Context: an optimization exercise on an open-source flow, tuned for small area. The choices shown serve that exercise and are no tape-out recipe.

==> inputs of run a <==
Design window_clipped_box_coverage_core, start of the top module:
module window_clipped_box_coverage_core #(
  parameter int MAX_DIM   = wcbc_pkg::MAX_DIM_DEF,
  parameter int AREA_BITS = wcbc_pkg::AREA_BITS_DEF
) (
  input  logic                  clk,
  input  logic                  rst_n,
  input  logic                  in_valid,
  input  logic [77:0]           in_item,
  output logic                  in_stall,
  output logic                  out_valid,
  output logic [80:0]           out_item,
  input  logic                  out_stall,
  input  logic                  cfg_psel,
  input  logic                  cfg_penable,
  input  logic                  cfg_pwrite,
  input  logic [wcbc_pkg::CFG_ADDR_W-1:0] cfg_paddr,
  input  logic [wcbc_pkg::CFG_DATA_W-1:0] cfg_pwdata,
  output logic [wcbc_pkg::CFG_DATA_W-1:0] cfg_prdata,
  output logic                  cfg_pready
);
clock: 10.0 ns
lec_check: 0
abc_area: 1
cap_margin: 20
core_margin: 2
core_utilization: 60
cts_buf_list: sky130_fd_sc_hd__clkbuf_8
cts_cluster_diameter: 60
cts_cluster_size: 20
slew_margin: 20
standard.sh (not shown) runs the stock make flow with config.mk's settings and CLKGATE_MAP_FILE= SYNTH_SCRIPT=/design/flow/synth_recipe.tcl, a recipe that flattens the netlist after the stock synthesis.
==> flow/flow/run.sh <==
#!/bin/bash
# Layout flow: the standard ORFS flow (standard.sh) with these changes:
#  - after the standard synthesis, its combinational gates are re-mapped with a
#    stronger ABC script (flow/reopt.tcl); the flip-flops stay exactly as the
#    standard synthesis made them (same cells, names and connections);
#  - every input and output port still gets its own buffer, but the smallest
#    one (buf_1) instead of the default clkdlybuf4s50_1;
#  - the clock tree is built from clkbuf_4 cells without dummy loads;
#  - the constant outputs share one tie cell each for 0 and 1 (no tie fanout repair).
# Logs: synth.log, reopt.log (with reopt_before.txt/reopt_after.txt area
# reports) and standard.log here; each ORFS step's own log is in orfs/logs/.
set -euo pipefail
export BUFFER_PORTS_ARGS="-buffer_cell sky130_fd_sc_hd__buf_1"
export SKIP_REPAIR_TIE_FANOUT=1
export CTS_ARGS="-sink_clustering_enable -repair_clock_nets -dont_use_dummy_load -buf_list sky130_fd_sc_hd__clkbuf_4 -sink_clustering_size 10 -sink_clustering_max_diameter 40"
res=orfs/results/$FLOW_PLATFORM/window_clipped_box_coverage_core/base
bash standard.sh synth > synth.log 2>&1
yosys -c flow/reopt.tcl > reopt.log 2>&1
rm -f "$res/1_synth.odb" "$res/1_synth.sdc"
bash standard.sh > standard.log 2>&1
Other scripts of this flow, unchanged in this note and not shown: flow/flow/reopt.tcl
==> inputs of run b, as changes to run a <==
--- a/flow/design.v
+++ b/flow/design.v
@@ -137,24 +137,24 @@
   logic        hi;              
   logic [4:0]  m;
   logic [4:0]  j_r, j_nx;       
   logic        pe;              
   logic        k0;              
   logic        mend;            
-  assign mend = (m == 5'd25);
+  assign mend = (m == 5'd24);
   assign pe   = hi & mend;
   assign k0   = ~hi & (m == 5'd0);
   function automatic logic klt(input logic h, input logic [4:0] mm, input logic [4:0] x);
     klt = ~h | lt5(mm, x);
   endfunction
   logic [39:0] s_r;
   logic [15:0] c_r;
   logic [23:0] q_r;
-  logic [25:0] r_r;
-  logic [25:0] a_r;
-  logic [51:0] w_r;
+  logic [24:0] r_r;
+  logic [24:0] a_r;
+  logic [49:0] w_r;
   logic        ov_r, fs_r;
   logic        cy_r;            
   logic        bb_r;            
   logic        gl_r, lr_r;      
   logic        hit_r;           
   logic        sk_r;            
@@ -206,32 +206,32 @@
   logic fa_a, fa_b, fa_ci, fa_s, fa_co;
   assign fa_s  = fa_a ^ fa_b ^ fa_ci;
   assign fa_co = (fa_a & fa_b) | (fa_a & fa_ci) | (fa_b & fa_ci);
   logic wlb, wrb;               
   logic mlt13;
   assign mlt13 = lt5(m, 5'd13);
-  assign wlb = mlt13 & (tsel ? w_r[26] : w_r[0]);
-  assign wrb = mlt13 & (tsel ? w_r[39] : w_r[13]);
+  assign wlb = lt5(m, 5'd12) & (tsel ? w_r[25] : w_r[0]);
+  assign wrb = mlt13 & (tsel ? w_r[37] : w_r[12]);
   logic rb, lb, bbi, dd, bb_nx;  
   assign rb    = lr_r ? fa_s : wrb;
   assign lb    = gl_r ? f1 : wlb;
   assign bbi   = (m != 5'd0) & bb_r;
   assign dd    = rb ^ lb ^ bbi;
   assign bb_nx = (~rb & lb) | (~(rb ^ lb) & bbi);
   logic csrc;                   
   assign csrc = j_r[1] ? c_r[0] : s_r[0];
   logic wsub;                   
   assign wsub = ~j_r[0];
   logic dvsub;                  
-  assign dvsub = (m == 5'd0) ? ~r_r[25] : sub_r;
+  assign dvsub = (m == 5'd0) ? ~r_r[24] : sub_r;
   logic [7:0] srev;             
   assign srev = {s_r[0], s_r[1], s_r[2], s_r[3], s_r[4], s_r[5], s_r[6], s_r[7]};
   logic dvin;                   
   assign dvin = (m == 5'd0) ? ((j_r[4:2] == 3'd0) & srev[{j_r[1:0], hi}]) : dly_r;
   logic rneg;
-  assign rneg = k0 ? r_r[25] : sub_r;
+  assign rneg = k0 ? r_r[24] : sub_r;
   always_comb begin
     fa_a  = 1'b0;
     fa_b  = 1'b0;
     fa_ci = k0 ? 1'b0 : cy_r;
     case (st_r)
       ST_BX_X, ST_BX_Y: begin
@@ -245,22 +245,22 @@
       end
       ST_BX_MUL: begin
         fa_a = s_r[0];
         fa_b = q_r[23] & r_r[0] & ~hi;
       end
       ST_BG_X, ST_BG_Y: begin
-        fa_a = (j_r != 5'd0 && !(hi && m == 5'd17)) ? ((st_r == ST_BG_X) ? s_r[0] : c_r[0]) : 1'b0;
+        fa_a = (j_r != 5'd0 && !(hi && m == 5'd18)) ? ((st_r == ST_BG_X) ? s_r[0] : c_r[0]) : 1'b0;
         fa_b = hi & lt5(m, 5'd17) & dbit & abit;
       end
       ST_BG_W: begin
         fa_a = dbit;
         fa_b = csrc ^ wsub;
       end
       ST_BG_A: begin
-        fa_a = (j_r != 5'd0 && !(hi && m == 5'd3)) ? w_r[0] : 1'b0;
-        fa_b = c_r[10] & s_r[10];
+        fa_a = (j_r != 5'd0 && !(hi && m == 5'd4)) ? w_r[0] : 1'b0;
+        fa_b = c_r[9] & s_r[9];
       end
       ST_EN_SAT: begin
         fa_a  = s_r[8];
         fa_b  = ~(~hi & a_r[0]);
         fa_ci = k0 ? 1'b1 : cy_r;
       end
@@ -354,27 +354,27 @@
       if (st_r == ST_EN_CMP && pe) ov_r <= 1'b1;
       else if (!out_stall) ov_r <= 1'b0;
     end
   end
   logic s_en, s_in, q_en, q_in, c_en, c_in;
   logic r_in, a_in;
-  logic w50_en, w50_in, w24_en, w37_en, w11_en, wx_in;
+  logic w48_en, w48_in, w23_en, w35_en, w10_en, wx_in;
   always_comb begin
     s_en = 1'b0; s_in = s_r[0];
     q_en = 1'b0; q_in = c_r[0];
     c_en = 1'b0; c_in = q_r[23];
     r_in = r_r[0];
     a_in = a_r[0];
-    w50_en = 1'b0; w50_in = 1'b0;
-    w24_en = 1'b0; w37_en = 1'b0; w11_en = 1'b0; wx_in = fa_s;
+    w48_en = 1'b0; w48_in = 1'b0;
+    w23_en = 1'b0; w35_en = 1'b0; w10_en = 1'b0; wx_in = fa_s;
     case (st_r)
       ST_CLR: begin
         s_en = 1'b1; s_in = 1'b0;
         q_en = 1'b1; q_in = 1'b0; c_en = 1'b1;
         a_in = 1'b0;
-        w50_en = 1'b1;
+        w48_en = 1'b1;
       end
       ST_BX_X: begin
         if (hi) r_in = mlt13 & dd;
       end
       ST_BX_Y: begin
         if (hi && lt5(m, 5'd24)) begin
@@ -384,93 +384,93 @@
       end
       ST_BX_INC: begin
         c_en = ~hi & lt5(m, 5'd16);
         c_in = fa_s;
       end
       ST_BX_MUL: begin
-        s_en = klt(hi, m, 5'd14);
+        s_en = klt(hi, m, 5'd15);
         s_in = fa_s;
         if (!hi) r_in = (m != 5'd0) & dly_r;
-        q_en = hi & (m == 5'd13);
+        q_en = hi & (m == 5'd14);
         q_in = 1'b0;
       end
       ST_BX_FILL: begin
-        s_en = klt(hi, m, 5'd14);
+        s_en = klt(hi, m, 5'd15);
         s_in = 1'b1;
       end
       ST_BG_X: begin
-        s_en = hi ? lt5(m, 5'd18) : ~lt5(m, 5'd3);
+        s_en = hi ? lt5(m, 5'd19) : ~lt5(m, 5'd3);
         s_in = fa_s;
       end
       ST_BG_Y: begin
-        q_en = hi ? lt5(m, 5'd18) : ~lt5(m, 5'd3);
+        q_en = hi ? lt5(m, 5'd19) : ~lt5(m, 5'd3);
         c_en = q_en;
         q_in = fa_s;
       end
       ST_BG_A: begin
-        s_en = klt(hi, m, 5'd14);
-        q_en = hi & (m == 5'd13); c_en = q_en;
-        w50_en = klt(hi, m, 5'd4);
-        w50_in = fa_s;
+        s_en = klt(hi, m, 5'd15);
+        q_en = hi & (m == 5'd14); c_en = q_en;
+        w48_en = klt(hi, m, 5'd5);
+        w48_in = fa_s;
       end
       ST_BG_ACPY: begin
         if (!hi) a_in = w_r[3];
         q_en = ~hi & lt5(m, 5'd11); c_en = q_en;
       end
       ST_BG_W: begin
         if (j_r[1]) begin
-          q_en = klt(hi, m, 5'd14); c_en = q_en;
+          q_en = klt(hi, m, 5'd15); c_en = q_en;
           if (j_r[0]) q_in = 1'b0;
         end else begin
-          s_en = klt(hi, m, 5'd14);
+          s_en = klt(hi, m, 5'd15);
           if (j_r[0]) s_in = 1'b0;
         end
         if (hi && m != 5'd0 && lt5(m, 5'd14)) begin
           case (j_r[1:0])
-            2'd0: w24_en = 1'b1;
-            2'd1: w37_en = 1'b1;
-            2'd2: begin w50_en = 1'b1; w50_in = fa_s; end
-            default: w11_en = 1'b1;
+            2'd0: w23_en = 1'b1;
+            2'd1: w35_en = 1'b1;
+            2'd2: begin w48_en = 1'b1; w48_in = fa_s; end
+            default: w10_en = 1'b1;
           endcase
         end
       end
       ST_EN_SAT: begin
-        s_en = klt(hi, m, 5'd14);
+        s_en = klt(hi, m, 5'd15);
         if (!hi) r_in = s_r[8];
       end
       ST_EN_FILL: begin
         q_en = ~hi & lt5(m, 5'd24); q_in = 1'b1;
       end
       ST_EN_DIV: begin
         r_in = fa_s;
-        q_en = (m == 5'd25);
+        q_en = (m == 5'd24);
         q_in = ~fa_s;
       end
       ST_EN_CMP: begin
         c_en = ~hi & lt5(m, 5'd16);
         c_in = c_r[0];
         q_en = hi & lt5(m, 5'd24);
         q_in = q_r[23];
       end
       default: ;
     endcase
   end
-  logic [51:0] w_nx;
+  logic [49:0] w_nx;
   always_comb begin
-    w_nx = {w_r[0], w_r[51:1]};
-    if (w50_en) w_nx[50] = w50_in;
-    if (w24_en) w_nx[24] = wx_in;
-    if (w37_en) w_nx[37] = wx_in;
-    if (w11_en) w_nx[11] = wx_in;
+    w_nx = {w_r[0], w_r[49:1]};
+    if (w48_en) w_nx[48] = w48_in;
+    if (w23_en) w_nx[23] = wx_in;
+    if (w35_en) w_nx[35] = wx_in;
+    if (w10_en) w_nx[10] = wx_in;
   end
   always_ff @(posedge clk) begin
     if (s_en) s_r <= {s_in, s_r[39:1]};
     if (q_en) q_r <= {q_r[22:0], q_in};
     if (c_en) c_r <= {c_in, c_r[15:1]};
-    r_r <= {r_in, r_r[25:1]};
-    a_r <= {a_in, a_r[25:1]};
+    r_r <= {r_in, r_r[24:1]};
+    a_r <= {a_in, a_r[24:1]};
     w_r <= w_nx;
   end
   always_ff @(posedge clk) begin
     cy_r  <= fa_co;
     dly_r <= r_r[0];
     case (st_r)
@@ -485,30 +485,30 @@
           sk_r <= ((m != 5'd0) & sk_r) | dd;
           if (m == 5'd13) hit_r <= (ax ? hit_r : 1'b1) & ~bb_nx & (sk_r | dd);
           if (pe && ax) hit_r <= 1'b0;
         end
       end
       ST_BX_MUL: begin
-        if (hi && m == 5'd13) hit_r <= hit_r | fa_co;
+        if (hi && m == 5'd14) hit_r <= hit_r | fa_co;
       end
       ST_BG_W: begin
-        if (!hi && m == 5'd10) sk_r <= csrc;
+        if (!hi && m == 5'd9) sk_r <= csrc;
         else if (!hi) sk_r <= sk_r | csrc;
         if (hi && m == 5'd0) begin
           if (wsub) cy_r <= ~(dbit ? (csrc & sk_r) : (csrc | sk_r));
           else      cy_r <= dbit & csrc;
         end
       end
       ST_EN_SAT: begin
-        if (hi && m == 5'd5) sub_r <= fa_co;
+        if (hi && m == 5'd6) sub_r <= fa_co;
       end
       ST_EN_DIV: begin
-        if (m == 5'd0) sub_r <= ~r_r[25];
+        if (m == 5'd0) sub_r <= ~r_r[24];
       end
       ST_EN_CMP: begin
-        if (k0) sub_r <= r_r[25];
+        if (k0) sub_r <= r_r[24];
         if (!hi) sk_r <= (~k0 & sk_r) | fa_s;
         if (!hi && lt5(m, 5'd16)) bb_r <= (c_r[0] ^ ctb) ? c_r[0] : (~k0 & bb_r);
         if (hi && lt5(m, 5'd24)) begin
           if (m == 5'd0) gl_r <= 1'b0;
           if ((m == 5'd0 || !gl_r) && (q_r[23] ^ atb)) begin
             gl_r <= 1'b1;
==> qor.csv <==
metric,value,unit
status,timing/DRC/antenna clean,
design_area,10800,sq um
grt_usage,0.296,
cts_sinks,256,
slowest_delay,800,ps
switchingPower,699,uW
areaGrowthSynthToFinish,9.40,%
switching_share,0.308,
fmax,148,MHz
seq_cells,256,
dpl.cell_count,1262,
diodes,0,
numCtsBuffers,36,
final_nets,1205,
grt.met2_usage,0.461,
-- figures above: run b

==> qor.csv <==
metric,value,unit
status,timing/DRC/antenna clean,
fmax,189,MHz
numCtsBuffers,37,
slowest_delay,600,ps
grt_usage,0.293,
final_nets,1196,
design_area,11000,sq um
dpl.cell_count,1256,
place_ws,4650,ps
r2r_cells,17,
diodes,1,
switching_share,0.227,
cts-root-buf,clkbuf_4,
grt.met2_usage,0.439,
areaGrowthSynthToFinish,10.2,%
fillers,1359,
cts_sinks,260,
seq_cells,260,
-- figures above: run a

No run of this note included a check of the RTL's function; only the layout flow was run.

[what the ideal ports hide]
No port has a modelled driver above. Below, the same layouts with a new extraction and two added sets of constraints.
Step 1 sets driving cells, clkbuf_16 on the clock port and buf_2 on the other inputs (assumed; they add their load-dependent delay and slew).
Step 2 moves the port delays by t, midway between the first and last clock arrival at a register: inputs arrive t later, outputs are due t later. That takes back most of the time a late clock gives input paths.
Slacks: ideal ports / drivers / drivers and shift; pairs: ideal ports / drivers.
run	shift t [ns]	setup WS [ns]	worst setup path at the end	worst register clock-pin slew, ns	worst slew at a driven data input, ns
run a	0.637	4.721 / 4.721 / 4.613	input to register	0.11 / 0.11	0.04
run b	0.667	3.239 / 3.239 / 3.239	register to register	0.11 / 0.11	0.05
After both steps every run listed still meets setup and hold. The setup slack of run a, which loses most, moves by 0.000 ns with the drivers and by -0.108 ns with both steps.
